From an optimization exercise on the open Yosys and OpenROAD flow, aimed at small area; shortcuts taken in it are not production practice.
In this exercise RTL edits were held to simulation tests only and were not proved equivalent to the original.
Power is estimated from default activity; no workload was simulated.

== alpha ==
==> flow/design.v <==
`timescale 1ns/1ps
`default_nettype none
module maj3 (
  input  logic [2:0] r_i,
  output logic       y_o
);
  assign y_o = (r_i[0] & r_i[1]) | (r_i[1] & r_i[2]) | (r_i[0] & r_i[2]);
endmodule
module inv1 (
  input  logic a_i,
  output logic y_o
);
  assign y_o = ~a_i;
endmodule
module req_slice (
  input  logic [2:0] r_i,      
  input  logic [2:0] own_i,    
  input  logic [2:0] maj_i,    
  output logic [2:0] m_o,      
  output logic       maj_n_o   
);
  logic maj;
  maj3 u_maj (.r_i(r_i), .y_o(maj));
  inv1 u_inv (.a_i(maj), .y_o(maj_n_o));
  assign m_o = (own_i & r_i) | (maj_i & {3{maj}});
endmodule
module odd_pair (
  input  logic [1:0] r_i,
  input  logic [1:0] maj_n_i,
  output logic       up_n_o,
  output logic       dn_o
);
  assign up_n_o = ~((r_i[0] & maj_n_i[0]) | (r_i[1] & maj_n_i[1]));
  assign dn_o   = ~((r_i[0] | maj_n_i[0]) & (r_i[1] | maj_n_i[1]));
endmodule
module any_low #(
  parameter int N = 2
) (
  input  logic [N-1:0] n_i,
  output logic         y_o
);
  assign y_o = ~&n_i;
endmodule
module any_high #(
  parameter int N = 2
) (
  input  logic [N-1:0] p_i,
  output logic         y_o
);
  assign y_o = |p_i;
endmodule
`default_nettype wire
`timescale 1ns/1ps
`default_nettype none
module rsp_master (
  input  logic [2:0] m_i,
  input  logic [2:0] master_i,
  output logic       mr_n_o
);
  assign mr_n_o = ~|(master_i & m_i);
endmodule
module rsp_out (
  input  logic m_i,
  input  logic own_i,
  input  logic mr_n_i,
  input  logic mst_n_i,
  output logic o_o
);
  assign o_o = (own_i & m_i) | ~(mr_n_i | mst_n_i);
endmodule
module rsp_out_l (
  input  logic m_i,
  input  logic own_i,
  input  logic mr_n_i,
  input  logic mst_n_i,
  input  logic l_i,
  output logic o_o
);
  assign o_o = (own_i & m_i) | ~(mr_n_i | mst_n_i) | l_i;
endmodule
module rsp_slice (
  input  logic [2:0] m_i,
  input  logic [2:0] master_i,
  input  logic [2:0] own_i,
  input  logic [2:0] mst_n_i,
  input  logic [2:0] l_i,
  output logic [2:0] o_o
);
  logic mr_n;
  rsp_master u_mr (.m_i(m_i), .master_i(master_i), .mr_n_o(mr_n));
  for (genvar h = 0; h < 3; h++) begin : gen_h
    rsp_out_l u_o (.m_i(m_i[h]), .own_i(own_i[h]), .mr_n_i(mr_n), .mst_n_i(mst_n_i[h]),
                   .l_i(l_i[h]), .o_o(o_o[h]));
  end
endmodule
module rsp_slice_0 (
  input  logic [2:0] m_i,
  input  logic [2:0] master_i,
  input  logic [2:0] own_i,
  input  logic [2:0] mst_n_i,
  output logic [2:0] o_o
);
  logic mr_n;
  rsp_master u_mr (.m_i(m_i), .master_i(master_i), .mr_n_o(mr_n));
  for (genvar h = 0; h < 3; h++) begin : gen_h
    rsp_out u_o (.m_i(m_i[h]), .own_i(own_i[h]), .mr_n_i(mr_n), .mst_n_i(mst_n_i[h]),
                 .o_o(o_o[h]));
  end
endmodule
`default_nettype wire
`timescale 1ns/1ps
`default_nettype none
module safe_bus_wrapper (
  input  logic                                clk_i,
  input  logic                                rst_ni,
  input  logic [3*70-1:0] hart_instr_req_i,
  output logic [3*34-1:0] hart_instr_rsp_o,
  input  logic [3*70-1:0] hart_data_req_i,
  output logic [3*34-1:0] hart_data_rsp_o,
  output logic [3*70-1:0] mem_instr_req_o,
  input  logic [3*34-1:0] mem_instr_rsp_i,
  output logic [3*70-1:0] mem_data_req_o,
  input  logic [3*34-1:0] mem_data_rsp_i,
  input  logic [3-1:0]             sleep_i,
  input  logic [8-1:0]              cfg_i,
  input  logic                                cfg_valid_i,
  output logic                                tmr_error_o,
  output logic                                dmr_error_o,
  output logic [3-1:0]             tmr_error_id_o
);
  localparam int NH = 3;
  localparam int RQ = 70;
  localparam int RS = 34;
  localparam int DW = 32;
  logic          tmr_q;
  logic [NH-1:0] master_q;
  logic [NH-1:0] iso_q;      
  logic          cfg_load;
  logic [NH-1:0] iso_d;      
  assign cfg_load = cfg_valid_i && (&sleep_i);
  assign iso_d    = cfg_load ? ({NH{cfg_i[7]}} & ~cfg_i[2:0]) : iso_q;
  always_ff @(posedge clk_i or negedge rst_ni) begin
    if (!rst_ni) begin
      tmr_q    <= 1'b0;
      master_q <= 3'b001;
      iso_q    <= 3'b000;
    end else begin
      if (cfg_load) begin
        tmr_q    <= cfg_i[6];
        master_q <= cfg_i[5:3];
      end
      iso_q <= iso_d;
    end
  end
  logic          dmr;
  logic          single;
  logic [NH-1:0] iso;        
  logic [NH-1:0] own_req;    
  logic [NH-1:0] maj_req;    
  logic [NH-1:0] own_rsp;    
  logic [NH-1:0] mst_rsp_n;  
  assign iso       = iso_q;
  assign dmr       = |iso_q;
  assign single    = !tmr_q && !dmr;
  assign own_req   = {NH{single}} | ({NH{dmr}} & master_q);
  assign maj_req   = {NH{tmr_q}} & master_q;
  assign own_rsp   = {NH{single}} | master_q;
  assign mst_rsp_n = own_rsp | iso;
  logic [1:0][NH*RQ-1:0] hreq;
  logic [1:0][NH*RS-1:0] mrsp;
  logic [1:0][NH*RQ-1:0] mreq;
  logic [1:0][NH*RS-1:0] hrsp;
  logic [2*RQ-1:0]       maj_n;
  logic [NH-1:0][RQ-1:0] up_n, dn;
  logic [NH-1:0]         odd;
  assign hreq[0] = hart_instr_req_i;
  assign hreq[1] = hart_data_req_i;
  assign mrsp[0] = mem_instr_rsp_i;
  assign mrsp[1] = mem_data_rsp_i;
  assign mem_instr_req_o  = mreq[0];
  assign mem_data_req_o   = mreq[1];
  assign hart_instr_rsp_o = hrsp[0];
  assign hart_data_rsp_o  = hrsp[1];
  for (genvar b = 0; b < 2; b++) begin : gen_bus
    localparam logic [DW-1:0] IsoRdata = (b == 0) ? 32'h10500073 : 32'h00000000;
    for (genvar k = 0; k < RQ; k++) begin : gen_req
      req_slice u_req (
        .r_i   ({hreq[b][2*RQ+k], hreq[b][RQ+k], hreq[b][k]}),
        .own_i (own_req),
        .maj_i (maj_req),
        .m_o   ({mreq[b][2*RQ+k], mreq[b][RQ+k], mreq[b][k]}),
        .maj_n_o (maj_n[b*RQ+k])
      );
    end
    logic [NH-1:0] hreq_v, rv_q;
    for (genvar h = 0; h < NH; h++) begin : gen_hart
      assign hreq_v[h] = hreq[b][h*RQ + 69];
    end
    for (genvar k = 0; k < DW; k++) begin : gen_rdata
      if (IsoRdata[k]) begin : g_one
        rsp_slice u_rsp (
          .m_i      ({mrsp[b][2*RS+k], mrsp[b][RS+k], mrsp[b][k]}),
          .master_i (master_q),
          .own_i    (own_rsp),
          .mst_n_i  (mst_rsp_n),
          .l_i      (iso),
          .o_o      ({hrsp[b][2*RS+k], hrsp[b][RS+k], hrsp[b][k]})
        );
      end else begin : g_zero
        rsp_slice_0 u_rsp (
          .m_i      ({mrsp[b][2*RS+k], mrsp[b][RS+k], mrsp[b][k]}),
          .master_i (master_q),
          .own_i    (own_rsp),
          .mst_n_i  (mst_rsp_n),
          .o_o      ({hrsp[b][2*RS+k], hrsp[b][RS+k], hrsp[b][k]})
        );
      end
    end
    rsp_slice u_gnt (
      .m_i      ({mrsp[b][2*RS+33], mrsp[b][RS+33], mrsp[b][33]}),
      .master_i (master_q),
      .own_i    (own_rsp),
      .mst_n_i  (mst_rsp_n),
      .l_i      (iso & hreq_v),
      .o_o      ({hrsp[b][2*RS+33], hrsp[b][RS+33], hrsp[b][33]})
    );
    rsp_slice u_rvalid (
      .m_i      ({mrsp[b][2*RS+32], mrsp[b][RS+32],
                  mrsp[b][32]}),
      .master_i (master_q),
      .own_i    (own_rsp),
      .mst_n_i  (mst_rsp_n),
      .l_i      (iso & rv_q),
      .o_o      ({hrsp[b][2*RS+32], hrsp[b][RS+32],
                  hrsp[b][32]})
    );
    for (genvar h = 0; h < NH; h++) begin : gen_iso
      always_ff @(posedge clk_i or negedge rst_ni) begin
        if (!rst_ni) begin
          rv_q[h] <= 1'b0;
        end else if (!iso[h]) begin
          rv_q[h] <= (hreq_v[h] && hrsp[b][h*RS + 33]) ||
                     (rv_q[h] && !hrsp[b][h*RS + 32]);
        end else begin
          rv_q[h] <= hreq_v[h] && iso_d[h];
        end
      end
    end
  end
  for (genvar h = 0; h < NH; h++) begin : gen_odd
    logic [2*RQ-1:0] rh;
    logic            any_up, any_dn;
    assign rh = {hreq[1][h*RQ +: RQ], hreq[0][h*RQ +: RQ]};
    for (genvar k = 0; k < RQ; k++) begin : gen_pair
      odd_pair u_pair (
        .r_i     (rh[2*k +: 2]),
        .maj_n_i (maj_n[2*k +: 2]),
        .up_n_o  (up_n[h][k]),
        .dn_o    (dn[h][k])
      );
    end
    any_low  #(.N(RQ)) u_up (.n_i(up_n[h]), .y_o(any_up));
    any_high #(.N(RQ)) u_dn (.p_i(dn[h]), .y_o(any_dn));
    assign odd[h] = any_up | any_dn;
  end
  assign tmr_error_id_o = {NH{tmr_q}} & odd;
  assign tmr_error_o    = tmr_q && (|odd);
  assign dmr_error_o    = |(~iso_q & odd) && dmr;
endmodule
`default_nettype wire
export LEC_CHECK = 0
export CAP_MARGIN = 20
export CORE_AREA = 10 10 460 460
export CTS_BUF_LIST = sky130_fd_sc_hd__clkbuf_2 sky130_fd_sc_hd__clkbuf_4
export DIE_AREA = 0 0 470 470
export SLEW_MARGIN = 20
export SYNTH_HIERARCHICAL = 1
create_clock -name core_clock -period 7.0 [get_ports {clk_i}]
standard.sh (not shown) runs the stock make flow with config.mk's settings and CLKGATE_MAP_FILE= SYNTH_SCRIPT=/design/flow/synth_recipe.tcl, a recipe that flattens the netlist after the stock synthesis.
==> flow/flow/run.sh <==
#!/bin/bash
# Own layout flow: the standard synthesis, gate sizing down to the
# smallest variant of each combinational cell, then the standard layout
# with one sky130_fd_sc_hd__buf_1 buffer on every input and output port.
set -euo pipefail
WORK=$(pwd)
RES=$WORK/orfs/results/$FLOW_PLATFORM/safe_bus_wrapper/base

bash standard.sh synth > log_1_synth.txt 2>&1

cat > downsize_run.tcl <<EOT
read_db $RES/1_synth.odb
source $WORK/flow/downsize.tcl
write_db $RES/1_synth.odb
EOT
openroad -no_init -exit downsize_run.tcl > log_2_downsize.txt 2>&1

export BUFFER_PORTS_ARGS="-buffer_cell sky130_fd_sc_hd__buf_1"
bash standard.sh > log_3_layout.txt 2>&1
==> flow/flow/downsize.tcl <==
# Gate sizing before floorplan: every combinational cell of the synthesized
# netlist goes to the smallest-area variant of its own function (same cell
# family, other drive strength); later repair steps size up where timing needs.
set db [ord::get_db]
set block [ord::get_db_block]
set masters {}
foreach lib [$db getLibs] {
  foreach m [$lib getMasters] {
    set n [$m getName]
    # The platform marks the low-power and probe cells do not use
    if {[regexp {lpflow|probe} $n]} { continue }
    if {[regexp {^(sky130_fd_sc_hd__.+)_([0-9]+)$} $n -> base drive]} {
      set area [expr {[$m getWidth] * [$m getHeight]}]
      if {![dict exists $masters $base] ||
          $area < [lindex [dict get $masters $base] 1] ||
          ($area == [lindex [dict get $masters $base] 1] &&
           $drive > [lindex [dict get $masters $base] 2])} {
        dict set masters $base [list $m $area $drive]
      }
    }
  }
}
set swapped 0
foreach inst [$block getInsts] {
  set m [$inst getMaster]
  set n [$m getName]
  # Registers and tie cells keep their cells
  if {[regexp {^sky130_fd_sc_hd__(df|dl|sdf|edf|conb)} $n]} { continue }
  if {![regexp {^(sky130_fd_sc_hd__.+)_([0-9]+)$} $n -> base drive]} { continue }
  if {![dict exists $masters $base]} { continue }
  set best [lindex [dict get $masters $base] 0]
  if {[$best getName] ne $n} {
    if {[$inst swapMaster $best]} { incr swapped } else { puts "could not swap [$inst getName] $n" }
  }
}
puts "downsized $swapped instances"
Edits applied to the flow inputs when going from alpha to beta:
--- a/flow/design.v
+++ b/flow/design.v
@@ -21,20 +21,32 @@
 );
   logic maj;
   maj3 u_maj (.r_i(r_i), .y_o(maj));
   inv1 u_inv (.a_i(maj), .y_o(maj_n_o));
   assign m_o = (own_i & r_i) | (maj_i & {3{maj}});
 endmodule
-module odd_pair (
+module up3 (
+  input  logic [2:0] r_i,
+  input  logic [2:0] maj_n_i,
+  output logic       up_n_o
+);
+  assign up_n_o = ~|(r_i & maj_n_i);
+endmodule
+module up2 (
   input  logic [1:0] r_i,
   input  logic [1:0] maj_n_i,
-  output logic       up_n_o,
+  output logic       up_n_o
+);
+  assign up_n_o = ~|(r_i & maj_n_i);
+endmodule
+module dn2 (
+  input  logic [1:0] r_i,
+  input  logic [1:0] maj_n_i,
   output logic       dn_o
 );
-  assign up_n_o = ~((r_i[0] & maj_n_i[0]) | (r_i[1] & maj_n_i[1]));
-  assign dn_o   = ~((r_i[0] | maj_n_i[0]) & (r_i[1] | maj_n_i[1]));
+  assign dn_o = ~&(r_i | maj_n_i);
 endmodule
 module any_low #(
   parameter int N = 2
 ) (
   input  logic [N-1:0] n_i,
   output logic         y_o
@@ -168,13 +180,15 @@
   assign mst_rsp_n = own_rsp | iso;
   logic [1:0][NH*RQ-1:0] hreq;
   logic [1:0][NH*RS-1:0] mrsp;
   logic [1:0][NH*RQ-1:0] mreq;
   logic [1:0][NH*RS-1:0] hrsp;
   logic [2*RQ-1:0]       maj_n;
-  logic [NH-1:0][RQ-1:0] up_n, dn;
+  localparam int NU = (2*RQ + 2) / 3;   
+  logic [NH-1:0][NU-1:0] up_n;
+  logic [NH-1:0][RQ-1:0] dn;
   logic [NH-1:0]         odd;
   assign hreq[0] = hart_instr_req_i;
   assign hreq[1] = hart_data_req_i;
   assign mrsp[0] = mem_instr_rsp_i;
   assign mrsp[1] = mem_data_rsp_i;
   assign mem_instr_req_o  = mreq[0];
@@ -248,21 +262,32 @@
     end
   end
   for (genvar h = 0; h < NH; h++) begin : gen_odd
     logic [2*RQ-1:0] rh;
     logic            any_up, any_dn;
     assign rh = {hreq[1][h*RQ +: RQ], hreq[0][h*RQ +: RQ]};
-    for (genvar k = 0; k < RQ; k++) begin : gen_pair
-      odd_pair u_pair (
+    for (genvar k = 0; k < RQ; k++) begin : gen_dn
+      dn2 u_dn (
         .r_i     (rh[2*k +: 2]),
         .maj_n_i (maj_n[2*k +: 2]),
-        .up_n_o  (up_n[h][k]),
         .dn_o    (dn[h][k])
       );
     end
-    any_low  #(.N(RQ)) u_up (.n_i(up_n[h]), .y_o(any_up));
+    for (genvar k = 0; k < NU - 1; k++) begin : gen_up
+      up3 u_up (
+        .r_i     (rh[3*k +: 3]),
+        .maj_n_i (maj_n[3*k +: 3]),
+        .up_n_o  (up_n[h][k])
+      );
+    end
+    up2 u_up_last (
+      .r_i     (rh[2*RQ-1 -: 2]),
+      .maj_n_i (maj_n[2*RQ-1 -: 2]),
+      .up_n_o  (up_n[h][NU-1])
+    );
+    any_low  #(.N(NU)) u_up (.n_i(up_n[h]), .y_o(any_up));
     any_high #(.N(RQ)) u_dn (.p_i(dn[h]), .y_o(any_dn));
     assign odd[h] = any_up | any_dn;
   end
   assign tmr_error_id_o = {NH{tmr_q}} & odd;
   assign tmr_error_o    = tmr_q && (|odd);
   assign dmr_error_o    = |(~iso_q & odd) && dmr;
Findings:
beta falls short of alpha in switching component of the power. Sequential power (beta over alpha): increase, 17%. beta vs. alpha: fraction of power consumed by combinational cells decreased 0.4 points; share of the cycle needed by the critical path after routing picked up an extra 3.7 points; final area went up by 1.2%. Cell count (beta vs. alpha) decreases slightly. Changes observed in beta relative to alpha: count of antenna diodes in the layout saw an increase; fraction of area in multi-input gates saw a decrease; minimum clock period after layout saw an increase.

## what the ideal ports hide
In the flow no input, the clock included, has a driving cell. The finished layouts below were timed again as built, in two steps. Step 1 (the two cells are an assumption about what drives the block):
set clk [get_ports {clk_i}]
set_driving_cell -lib_cell sky130_fd_sc_hd__clkbuf_16 $clk
set_driving_cell -lib_cell sky130_fd_sc_hd__buf_2 [delete_from_list [all_inputs] $clk]
Step 2 moves the port delays by t, midway between the first and last clock arrival at a register: inputs arrive t later, outputs are due t later. That takes back most of the time a late clock gives input paths. a / b / c = no drivers / after step 1 / after step 2; a / b = the first two.
run	t, ns	setup WS [ns]	pins driven straight from the clock port
alpha	0.296	0.531 / 0.457 / 0.457	1
beta	0.315	0.272 / 0.229 / 0.229	1
After both steps setup and hold are still met in every run listed. For alpha, which loses most, drivers alone change the setup slack by -0.074 ns; drivers and shift together by -0.074 ns.
